Background: an optimization exercise with open tools, aiming at small area and a short achievable clock period. Do not read the settings as production practice.
Where RTL was checked, it was by simulation tests only, not by an equivalence proof against the original.
The clock port is modelled as an ideal driver, which makes a skipped or thinned clock tree look cheaper than it is; a real chip needs a root buffer or a tree.

Design fpm_top, start of the top module:
module fpm_top (
  input  logic        clk,
  input  logic        rst_n,
  input  logic [2:0]  r_mode,
  input  logic [31:0] fp_x,
  input  logic [31:0] fp_y,
  output logic [31:0] fp_z,
  output logic        ovrf,
  output logic        udrf
);
  logic [7:0] ex_i, ey_i;
  logic zx_i, zy_i, ix_i, iy_i, nx_i, ny_i;
  assign ex_i = fp_x[30:23];
  assign ey_i = fp_y[30:23];
  assign zx_i = ~|ex_i;    
  assign zy_i = ~|ey_i;
  assign ix_i = &ex_i & ~|fp_x[22:0];
  assign iy_i = &ey_i & ~|fp_y[22:0];
  assign nx_i = &ex_i & |fp_x[22:0];
  assign ny_i = &ey_i & |fp_y[22:0];
  logic sg_i;
  assign sg_i = fp_x[31] ^ fp_y[31];
  logic [9:0]  eb_q;    
  logic        nan_q, inf_q, zer_q, sg_q;
  logic        rne_q, rmm_q, rdir_q;   
  logic        v_q;     
  logic [22:0] fx_q, fy_q;
  logic [10:0] bneg_q;
  logic [11:0] bone_q, btwo_q;
  always_ff @(posedge clk) begin
    eb_q   <= {2'b00, ex_i} + {2'b00, ey_i} - 10'd127;
    nan_q  <= nx_i | ny_i | (ix_i & zy_i) | (iy_i & zx_i);
    inf_q  <= ix_i | iy_i;
    zer_q  <= zx_i | zy_i;
    sg_q   <= sg_i;
    rne_q  <= (r_mode == 3'd0);
    rmm_q  <= (r_mode == 3'd4);
    rdir_q <= ((r_mode == 3'd2) & sg_i) | ((r_mode == 3'd3) & ~sg_i);
    v_q    <= rst_n;
    fy_q   <= fp_y[22:0];
    bneg_q <= bneg_i[10:0];
    bone_q <= bone_i;
    btwo_q <= btwo_i;
  end
  logic [23:0] my;
  assign my = {1'b1, fy_q};
  logic [24:0] mw_i;
  assign mw_i = {1'b1, fp_x[22:0], 1'b0};
  logic [11:0] bneg_i, bone_i, btwo_i;
  always_comb begin
    for (int i = 0; i < 12; i++) begin
  ...
clock: 12.5 ns
lec_check: 0
cap_margin: 20
core_margin: 2
core_utilization: 40
slew_margin: 20
synth_hierarchical: 1
standard.sh (not shown) runs the stock make flow with config.mk's settings and CLKGATE_MAP_FILE= SYNTH_SCRIPT=/design/flow/synth_recipe.tcl, a recipe that flattens the netlist after the stock synthesis.
==> flow/flow/run.sh <==
#!/bin/bash
# The standard synthesis and layout; repair aims for 7 ns of setup slack
set -euo pipefail
bash standard.sh synth > synth.log 2>&1
bash standard.sh finish SETUP_SLACK_MARGIN=7 "BUFFER_PORTS_ARGS=-buffer_cell sky130_fd_sc_hd__buf_2" > layout.log 2>&1
The starting point finished with timing, DRC and antenna clean.
Edit:
==> flow/flow/run.sh (replaced) <==
#!/bin/bash
# The standard synthesis and layout; repair aims for 6 ns of setup slack
set -euo pipefail
bash standard.sh synth > synth.log 2>&1
bash standard.sh finish SETUP_SLACK_MARGIN=6 "BUFFER_PORTS_ARGS=-buffer_cell sky130_fd_sc_hd__buf_2" > layout.log 2>&1
Result: The new run ran to the end with no violations. Core utilization goes down by 1.8 points. Setup slack got worse by 0.72 ns. Non-clock buffer count goes down by 17. Via count goes down by 2.8%. First-iteration DRC count goes down by 14%. Synthesized cell count stays the same. Clock-buffer cell count goes up by 1. Register-to-register slack got worse by 0.74 ns. Die area stays the same. Cell count goes down by 0.68%.
Function was not checked in any run of this note: the RTL went through the layout flow alone.


## exp/yarrow
Another version of the RTL of fpm_top (not shown whole).
Size in the first run: about 120 flip-flops.
clock: 12.5 ns
lec_check: 0
cap_margin: 20
core_margin: 2
core_utilization: 55
cts_buf_list: sky130_fd_sc_hd__clkbuf_8
slew_margin: 20
synth_hierarchical: 1
==> flow/flow/run.sh <==
#!/bin/bash
# The standard synthesis and layout; repair aims for 7 ns of setup slack
set -euo pipefail
bash standard.sh synth > synth.log 2>&1
bash standard.sh finish SETUP_SLACK_MARGIN=7 "BUFFER_PORTS_ARGS=-buffer_cell sky130_fd_sc_hd__buf_2" > layout.log 2>&1
--- input diff exp/yarrow..exp/indigo ---
==> flow/flow/run.sh <==
#!/bin/bash
# The standard synthesis and layout; repair aims for 7.25 ns of setup slack
set -euo pipefail
bash standard.sh synth > synth.log 2>&1
bash standard.sh finish SETUP_SLACK_MARGIN=7.25 "BUFFER_PORTS_ARGS=-buffer_cell sky130_fd_sc_hd__buf_2" "RECOVER_POWER=100" > layout.log 2>&1
Number of tap cells added at floorplan came out exactly the same in exp/indigo and exp/yarrow.
Going from exp/yarrow to exp/indigo, detailed-route via count grows by 178.
The run showing the greater global-route usage is exp/yarrow.
exp/indigo vs exp/yarrow: non-clock buffer count up by more than 10%
Final checks on exp/indigo, whose flow otherwise completed, came back failing, citing capacitance limit, slew limit.
Summary — required arrival time at the worst endpoint, exp/indigo relative to exp/yarrow: higher, by 2880 ps.
For the count of instances resized after the clock tree is built, exp/indigo came in 30 higher than exp/yarrow did.
exp/indigo vs exp/yarrow, final standard cell utilization of the core went up by 1.3 points.
The setup slack of the critical path after layout number comes out higher for exp/yarrow vs exp/indigo.
exp/indigo -> exp/yarrow: total standard cell area after synthesis delta 0, exact match
Inputs modified between exp/indigo and exp/willow:
- CTS_BUF_LIST changed from sky130_fd_sc_hd__clkbuf_8 to sky130_fd_sc_hd__clkbuf_4 sky130_fd_sc_hd__clkbuf_8
==> flow/flow/run.sh <==
#!/bin/bash
# The standard synthesis and layout; repair aims for 7 ns of setup slack
set -euo pipefail
bash standard.sh synth > synth.log 2>&1
bash standard.sh finish SETUP_SLACK_MARGIN=7 "BUFFER_PORTS_ARGS=-buffer_cell sky130_fd_sc_hd__buf_2" > layout.log 2>&1
--- outcome ---
- exp/indigo: flow complete, layout not clean; failing: capacitance limit, slew limit
- The final layout from exp/willow, which completed every stage, passed the timing, design-rule and antenna checks at the end of the flow.
- Re post-route non-filler standard cell count: exp/willow is about 0.9% down on exp/indigo.
- From exp/indigo to exp/willow the numbers moved as follows: hold slack moved down, least setup slack across all paths after layout went up.
- Summary of exp/willow over exp/indigo: setup slack of the worst register-to-register path went up by 1190 ps, effective utilization at floorplan was more or less identical, share of the cycle needed by the critical path after routing went down by 9.4 points.


fpm_top again, from the RTL that the note above started with.
Settings: LEC_CHECK=0, CAP_MARGIN=20, CORE_MARGIN=2, CORE_UTILIZATION=55, CTS_BUF_LIST=sky130_fd_sc_hd__clkbuf_8, SLEW_MARGIN=20, SYNTH_HIERARCHICAL=1; clock period 12.5 ns.
==> flow/flow/run.sh <==
#!/bin/bash
set -euo pipefail
bash standard.sh synth > synth.log 2>&1
bash standard.sh cts SETUP_SLACK_MARGIN=7.35 "BUFFER_PORTS_ARGS=-buffer_cell sky130_fd_sc_hd__buf_1" > cts.log 2>&1
SKEW_ODB=$PWD/orfs/results/sky130hd/fpm_top/base/4_cts.odb SKEW_GROUPS=3 openroad -no_init -exit flow/skew.tcl > skew.log 2>&1
bash standard.sh finish SETUP_SLACK_MARGIN=7.35 "BUFFER_PORTS_ARGS=-buffer_cell sky130_fd_sc_hd__buf_1" > layout.log 2>&1
==> flow/flow/skew.tcl <==
set odb $::env(SKEW_ODB)
read_db $odb
set block [ord::get_db_block]
set db [ord::get_db]
set lib [$db findMaster sky130_fd_sc_hd__clkbuf_16]
set clk [$block findNet clk]

set pats {eb_q* nan_q* inf_q* zer_q* sg_q* rne_q* rmm_q* rdir_q* v_q* fy_q* fyn_q* fx_q* bneg_q* bone_q* btwo_q* bonen_q* btwon_q* y3_q* xn_q* x1_q* x2_q* x3_q* x4_q*}
set r1 {}
foreach inst [$block getInsts] {
  set m [[$inst getMaster] getName]
  if {![string match *df* $m]} { continue }
  set n [$inst getName]
  foreach p $pats {
    if {[string match $p $n] && ![string match *2_q* $n] && ![string match *_q2* $n]} { lappend r1 $inst; break }
  }
}
puts "SKEW rank-1 registers: [llength $r1]"

# split them into groups by position, a buffer per group
set ngroups $::env(SKEW_GROUPS)
set pts {}
foreach inst $r1 {
  lassign [$inst getLocation] x y
  lappend pts [list $x $y $inst]
}
# k-means on the register positions
set k $ngroups
set cents {}
set sorted [lsort -integer -index 0 $pts]
for {set i 0} {$i < $k} {incr i} {
  set p [lindex $sorted [expr {int(($i + 0.5) * [llength $sorted] / $k)}]]
  lappend cents [list [lindex $p 0] [lindex $p 1]]
}
for {set it 0} {$it < 20} {incr it} {
  set groups {}
  for {set i 0} {$i < $k} {incr i} { lappend groups {} }
  foreach p $pts {
    set best 0; set bd 1e30
    for {set i 0} {$i < $k} {incr i} {
      lassign [lindex $cents $i] cx cy
      set d [expr {abs([lindex $p 0] - $cx) + abs([lindex $p 1] - $cy)}]
      if {$d < $bd} { set bd $d; set best $i }
    }
    lset groups $best [concat [lindex $groups $best] [list $p]]
  }
  set cents {}
  foreach g $groups {
    set sx 0; set sy 0
    foreach p $g { set sx [expr {$sx + [lindex $p 0]}]; set sy [expr {$sy + [lindex $p 1]}] }
    set n [expr {max(1, [llength $g])}]
    lappend cents [list [expr {int($sx / $n)}] [expr {int($sy / $n)}]]
  }
}
set gi 0
foreach grp $groups c $cents {
  if {[llength $grp] == 0} { continue }
  lassign $c cx cy
  set buf [odb::dbInst_create $block $lib "clkbuf_r1_$gi"]
  set net [odb::dbNet_create $block "clknet_r1_$gi"]
  $net setSigType CLOCK
  [$buf findITerm A] connect $clk
  [$buf findITerm X] connect $net
  $buf setLocation $cx $cy
  $buf setPlacementStatus PLACED
  foreach p $grp {
    set inst [lindex $p 2]
    set ck [$inst findITerm CLK]
    $ck disconnect
    $ck connect $net
  }
  puts "SKEW group $gi: [llength $grp] registers, buffer at $cx $cy"
  incr gi
}

# leaf buffers of the old tree that now drive no register, and their dummy loads
set idle {}
foreach inst [$block getInsts] {
  set m [[$inst getMaster] getName]
  if {![string match *clkbuf* $m] || [string match clkbuf_r1_* [$inst getName]]} { continue }
  set out [$inst findITerm X]
  set n [$out getNet]
  if {$n eq "NULL"} { continue }
  set sinks 0
  set dummies {}
  foreach it [$n getITerms] {
    set ii [$it getInst]
    if {$ii eq $inst} { continue }
    if {[string match clkload* [$ii getName]]} { lappend dummies $ii } else { incr sinks }
  }
  if {$sinks == 0 && [llength [$n getBTerms]] == 0} {
    lappend idle [list $inst $n $dummies]
  }
}
foreach e $idle {
  lassign $e inst n dummies
  puts "SKEW removing idle [$inst getName] and [llength $dummies] dummy loads"
  foreach d $dummies { odb::dbInst_destroy $d }
  odb::dbInst_destroy $inst
  odb::dbNet_destroy $n
}

if {[info exists ::env(SKEW_R2CELL)] && $::env(SKEW_R2CELL) ne ""} {
  set root [$block findInst clkbuf_0_clk]
  set dm [$db findMaster $::env(SKEW_R2CELL)]
  set d [odb::dbInst_create $block $dm "clkdly_r2"]
  set dn [odb::dbNet_create $block "clknet_r2_root"]
  $dn setSigType CLOCK
  set ra [$root findITerm A]
  $ra disconnect
  $ra connect $dn
  [$d findITerm A] connect $clk
  [$d findITerm X] connect $dn
  lassign [$root getLocation] rx ry
  $d setLocation $rx $ry
  $d setPlacementStatus PLACED
  puts "SKEW rank-2 tree behind $::env(SKEW_R2CELL)"
}

detailed_placement
check_placement
write_db $odb
The baseline finished clean.
Rerun with:
==> flow/flow/run.sh (replaced) <==
#!/bin/bash
set -euo pipefail
bash standard.sh synth > synth.log 2>&1
bash standard.sh cts SETUP_SLACK_MARGIN=7.5 "BUFFER_PORTS_ARGS=-buffer_cell sky130_fd_sc_hd__buf_2" > cts.log 2>&1
SKEW_ODB=$PWD/orfs/results/sky130hd/fpm_top/base/4_cts.odb SKEW_GROUPS=3 SKEW_R2CELL=sky130_fd_sc_hd__clkdlybuf4s25_1 openroad -no_init -exit flow/skew.tcl > skew.log 2>&1
bash standard.sh finish SETUP_SLACK_MARGIN=7.5 "BUFFER_PORTS_ARGS=-buffer_cell sky130_fd_sc_hd__buf_2" > layout.log 2>&1
=> The new run completed with no timing, DRC or antenna violations; routed wire length grows by 10%; sequential cell count is unchanged; area after synthesis does not change; setup slack degrades by 0.22 ns.
Rerun with:
==> flow/flow/run.sh (replaced) <==
#!/bin/bash
set -euo pipefail
bash standard.sh synth > synth.log 2>&1
bash standard.sh cts SETUP_SLACK_MARGIN=7.45 "BUFFER_PORTS_ARGS=-buffer_cell sky130_fd_sc_hd__buf_1" > cts.log 2>&1
SKEW_ODB=$PWD/orfs/results/sky130hd/fpm_top/base/4_cts.odb SKEW_GROUPS=3 openroad -no_init -exit flow/skew.tcl > skew.log 2>&1
bash standard.sh finish SETUP_SLACK_MARGIN=7.45 "BUFFER_PORTS_ARGS=-buffer_cell sky130_fd_sc_hd__buf_1" > layout.log 2>&1
=>
- via count drops by 0.41%
- register-to-register slack is worse by 0.29 ns
- final area came out lower by 2.4%
- routed wire length came out lower by 3.9%
- synthesized cell count is unchanged
- core utilization drops by 1.5 points
- die area is unchanged
Rerun with:
==> flow/flow/run.sh (replaced) <==
#!/bin/bash
set -euo pipefail
bash standard.sh synth > synth.log 2>&1
bash standard.sh cts SETUP_SLACK_MARGIN=7.35 "BUFFER_PORTS_ARGS=-buffer_cell sky130_fd_sc_hd__buf_1" > cts.log 2>&1
SKEW_ODB=$PWD/orfs/results/sky130hd/fpm_top/base/4_cts.odb SKEW_GROUPS=3 openroad -no_init -exit flow/skew.tcl > skew.log 2>&1
bash standard.sh finish SETUP_SLACK_MARGIN=7.35 "BUFFER_PORTS_ARGS=-buffer_cell sky130_fd_sc_hd__buf_1" > layout.log 2>&1
--- a/flow/config.mk
+++ b/flow/config.mk
@@ -8,5 +8,5 @@
 export CAP_MARGIN = 20
 export CORE_MARGIN = 2
-export CORE_UTILIZATION = 55
+export CORE_UTILIZATION = 60
 export CTS_BUF_LIST = sky130_fd_sc_hd__clkbuf_8
 export SLEW_MARGIN = 20
=> Worst setup slack degrades by 0.052 ns; final cell count came out lower by a few percent; worst hold slack improves by 0.0035 ns; global-route usage came out higher by 1.1 points.

==> re-timing with driven ports <==
In the flow no input, the clock included, has a driving cell. The finished layouts below were timed again as built, in two steps. Step 1 (the two cells are an assumption about what drives the block):
set clk [get_ports {clk}]
set_driving_cell -lib_cell sky130_fd_sc_hd__clkbuf_16 $clk
set_driving_cell -lib_cell sky130_fd_sc_hd__buf_2 [delete_from_list [all_inputs] $clk]
Step 2, shift: input delay + t, output delay - t, t = (earliest + latest rising clock arrival at the registers) / 2. This alone moves slack from input paths to output paths. a / b / c = no drivers / after step 1 / after step 2; a / b = the first two.
| run | shift t [ns] | slack for setup (ns) | clock arrival spread, ns | worst slew at a driven data input, ns |
|---|---|---|---|---|
| the first run of note 1 | 0.495 | 7.109 / 7.053 / 7.133 | 0.013 / 0.013 | 0.06 |
| the second run of note 1 | 0.485 | 6.386 / 6.386 / 6.386 | 0.010 / 0.010 | 0.04 |
| exp/yarrow | 0.521 | 7.158 / 7.107 / 7.188 | 0.019 / 0.018 | 0.05 |
| exp/indigo | 0.516 | 5.976 / 5.976 / 5.976 | 0.012 / 0.013 | 0.04 |
| exp/willow | 0.520 | 7.150 / 7.099 / 7.165 | 0.020 / 0.020 | 0.05 |
| the first run of note 3 | 0.350 | 7.519 / 7.418 / 7.519 | 0.201 / 0.202 | 0.04 |
| the second run of note 3 | 0.490 | 7.298 / 7.193 / 7.683 | 0.482 / 0.479 | 0.05 |
| the third run of note 3 | 0.357 | 7.545 / 7.437 / 7.578 | 0.202 / 0.203 | 0.04 |
| the fourth run of note 3 | 0.349 | 7.493 / 7.391 / 7.518 | 0.204 / 0.204 | 0.05 |
In the second run of note 3 the clock reaches the registers at very different times; t lies between them, and the last value is a rough guide only.
